This is an optimization exercise on Yosys and OpenROAD, whose aim is small area, not a production implementation. Only simulation tests tie the RTL to the original design; equivalence was not proved. No activity file was given, so power comes from the tool's default toggle rates.

==> flow/design.v (excerpt) <==
module pmsm_top (
  input  logic                     sys_clk_i,
  input  logic                     reset_i,
  input  pmsm_pkg::phase_current_t current_set_i,   
  input  pmsm_pkg::pi_gain_t       gains_i,
  input  logic                     adc_a_sdata_i,   
  input  logic                     adc_a_ocd_n_i,
  output logic                     adc_a_sclk_o,
  output logic                     adc_a_cs_n_o,
  input  logic                     adc_b_sdata_i,   
  input  logic                     adc_b_ocd_n_i,
  output logic                     adc_b_sclk_o,
  output logic                     adc_b_cs_n_o,
  input  logic                     drv_nfault_i,    
  output logic                     drv_enable_o,
  output pmsm_pkg::gate_drive_t    gate_o,
  output logic                     brake_o,
  output logic                     fault_o,
  output pmsm_pkg::phase_duty_t    duty_o           
);
  localparam logic [14:0] INT_OFF = 15'd22784;           
  localparam logic [14:0] INT_MIN = 15'd14784;           
  ...
Size: roughly 730 cells after synthesis, roughly 150 flip-flops, ~120 I/O pins, roughly 6800 µm² of cells after synthesis.
==> flow/config.mk <==
export PLATFORM = sky130hd
export DESIGN_NAME = pmsm_top
export DESIGN_NICKNAME = pmsm_top
export VERILOG_FILES = /design/flow/design.v
export SDC_FILE = /design/flow/constraint.sdc
export NUM_CORES = 4
export LEC_CHECK = 0
export CAP_MARGIN = 20
export CORE_MARGIN = 2
export CORE_UTILIZATION = 70
export SLEW_MARGIN = 20
==> flow/constraint.sdc <==
create_clock -name core_clock -period 14.0 [get_ports {sys_clk_i}]
set_input_delay 2.8000 -clock core_clock [delete_from_list [all_inputs] [get_ports {sys_clk_i}]]
set_output_delay 2.8000 -clock core_clock [all_outputs]
set_load 0.01 [all_outputs]
standard.sh (not shown) runs the stock make flow with config.mk's settings and CLKGATE_MAP_FILE= SYNTH_SCRIPT=/design/flow/synth_recipe.tcl, a recipe that flattens the netlist after the stock synthesis.
==> flow/flow/run.sh <==
#!/bin/bash
# The standard layout with three changes:
#  - synthesis is the standard one, but ABC maps for area (flow/abc_area.script
#    replaces the speed script in a copy of the ORFS scripts); registers are
#    mapped before ABC runs, so they are the standard synthesis's;
#  - port buffers are sky130_fd_sc_hd__buf_1;
#  - one tie cell drives all constant outputs (no per-port tie cells);
#  - the clock tree uses small clock buffers and no dummy load cells.
# Each make run's full output goes to its own log here; each step's log stays under orfs/logs.
set -euo pipefail
here=$(pwd)
rm -rf "$here/scripts_area"
cp -r "$FLOW_HOME/scripts" "$here/scripts_area"
cp "$here/flow/abc_area.script" "$here/scripts_area/abc_speed.script"
SCRIPTS_DIR="$here/scripts_area" bash standard.sh synth > flow_synth.log 2>&1
export SKIP_REPAIR_TIE_FANOUT=1
export BUFFER_PORTS_ARGS="-buffer_cell sky130_fd_sc_hd__buf_1"
export CTS_ARGS="-sink_clustering_enable -repair_clock_nets -buf_list {sky130_fd_sc_hd__clkbuf_8} -dont_use_dummy_load"
bash standard.sh > flow_make.log 2>&1
==> flow/flow/abc_area.script <==
strash
&get -n
&deepsyn -T 30
&put
dch -f
amap -F 4 -A 8
topo
The starting point ran to the end with no violations.
Rerun with:
--- a/flow/flow/run.sh
+++ b/flow/flow/run.sh
@@ -6,3 +6,2 @@
 #  - port buffers are sky130_fd_sc_hd__buf_1;
-#  - one tie cell drives all constant outputs (no per-port tie cells);
 #  - the clock tree uses small clock buffers and no dummy load cells.
@@ -15,3 +14,2 @@
 SCRIPTS_DIR="$here/scripts_area" bash standard.sh synth > flow_synth.log 2>&1
-export SKIP_REPAIR_TIE_FANOUT=1
 export BUFFER_PORTS_ARGS="-buffer_cell sky130_fd_sc_hd__buf_1"
==> flow/flow/abc_area.script (replaced) <==
strash
&get -n
&deepsyn -T 30
&put
dch -f
amap
topo
Total power came out higher by 1.3%.
Design area came out higher by 2.2%.
Via count came out higher by 2.4%.
Sequential share of layout area came out lower by 0.93 points.
Worst hold slack improved by 9.0 ps.
Die area came out higher by 1.3%.
Worst setup slack improved by 96 ps.

Another version of the RTL of pmsm_top (not shown whole).
Size: about 750 cells after synthesis, about 150 flip-flops, ~120 I/O pins, ~6800 um^2 of cells after synthesis.
Design pmsm_top, start of the top module:
module pmsm_top (
  input  logic                     sys_clk_i,
  input  logic                     reset_i,
  input  pmsm_pkg::phase_current_t current_set_i,   
  input  pmsm_pkg::pi_gain_t       gains_i,
  input  logic                     adc_a_sdata_i,   
  input  logic                     adc_a_ocd_n_i,
  output logic                     adc_a_sclk_o,
  output logic                     adc_a_cs_n_o,
  input  logic                     adc_b_sdata_i,   
  input  logic                     adc_b_ocd_n_i,
  output logic                     adc_b_sclk_o,
  output logic                     adc_b_cs_n_o,
  input  logic                     drv_nfault_i,    
  output logic                     drv_enable_o,
  output pmsm_pkg::gate_drive_t    gate_o,
  output logic                     brake_o,
  output logic                     fault_o,
  output pmsm_pkg::phase_duty_t    duty_o           
);
export LEC_CHECK = 0
export CAP_MARGIN = 20
export CORE_MARGIN = 2
export CORE_UTILIZATION = 70
export SLEW_MARGIN = 20
create_clock -name core_clock -period 14.0 [get_ports {sys_clk_i}]
==> flow/flow/run.sh <==
#!/bin/bash
# The standard layout with four changes:
#  - synthesis is the standard one, but ABC maps for area (flow/abc_area.script
#    replaces the speed script in a copy of the ORFS scripts); registers are
#    mapped before ABC runs, so they are the standard synthesis's;
#  - port buffers are sky130_fd_sc_hd__buf_1;
#  - one tie cell drives all constant outputs (no per-port tie cells);
#  - the clock tree uses sky130_fd_sc_hd__buf_6 buffers and no dummy load cells.
# Each make run's full output goes to its own log here; each step's log stays under orfs/logs.
set -euo pipefail
here=$(pwd)
rm -rf "$here/scripts_area"
cp -r "$FLOW_HOME/scripts" "$here/scripts_area"
cp "$here/flow/abc_area.script" "$here/scripts_area/abc_speed.script"
SCRIPTS_DIR="$here/scripts_area" bash standard.sh synth > flow_synth.log 2>&1
export SKIP_REPAIR_TIE_FANOUT=1
export BUFFER_PORTS_ARGS="-buffer_cell sky130_fd_sc_hd__buf_1"
export CTS_ARGS="-sink_clustering_enable -repair_clock_nets -buf_list {sky130_fd_sc_hd__buf_6} -dont_use_dummy_load"
bash standard.sh > flow_make.log 2>&1
==> flow/flow/abc_area.script <==
strash
&get -n
&deepsyn -T 30
&put
dch -f
amap -F 4 -A 8
topo
Then changed:
==> flow/flow/abc_area.script (replaced) <==
strash
&get -n
&deepsyn -T 300
&put
dch -f
amap -F 4 -A 8
topo
What happened: The changed run produced a clean layout; setup slack improves by 270 ps; clock-buffer cell count stays the same; utilization barely changes; area after synthesis is unchanged; non-clock buffer count goes down by 1; clock skew is higher by 18 ps.

[what the ideal ports hide]
The flow's constraints put no driver on any port. The routed layouts listed below were extracted and timed again, unchanged, in two steps. Step 1: set_driving_cell puts a clkbuf_16 on sys_clk_i and a buf_2 on each other input, an assumption about the parent block. Step 2 also shifts input and output timing later by t, the mid clock arrival at the registers, as if the neighbouring blocks saw the same clock. Slacks: no drivers / after step 1 / after step 2; pairs: no drivers / after step 1.
| run | t, ns | setup WS [ns] | worst setup path after step 2 | slew at the worst register clock pin (ns) |
|---|---|---|---|---|
| the first run of note 1 | 0.465 | 2.828 / 2.828 / 2.828 | register to register | 0.09 / 0.09 |
| the second run of note 1 | 0.484 | 2.924 / 2.924 / 2.805 | input to register | 0.10 / 0.10 |
| the first run of note 2 | 0.461 | 1.105 / 1.105 / 1.105 | register to register | 0.09 / 0.09 |
| the second run of note 2 | 0.445 | 1.377 / 1.377 / 1.072 | input to register | 0.11 / 0.11 |
After both steps every run listed still meets setup and hold. For the second run of note 2, which loses most, drivers alone change the setup slack by 0.000 ns; drivers and shift together by -0.305 ns.
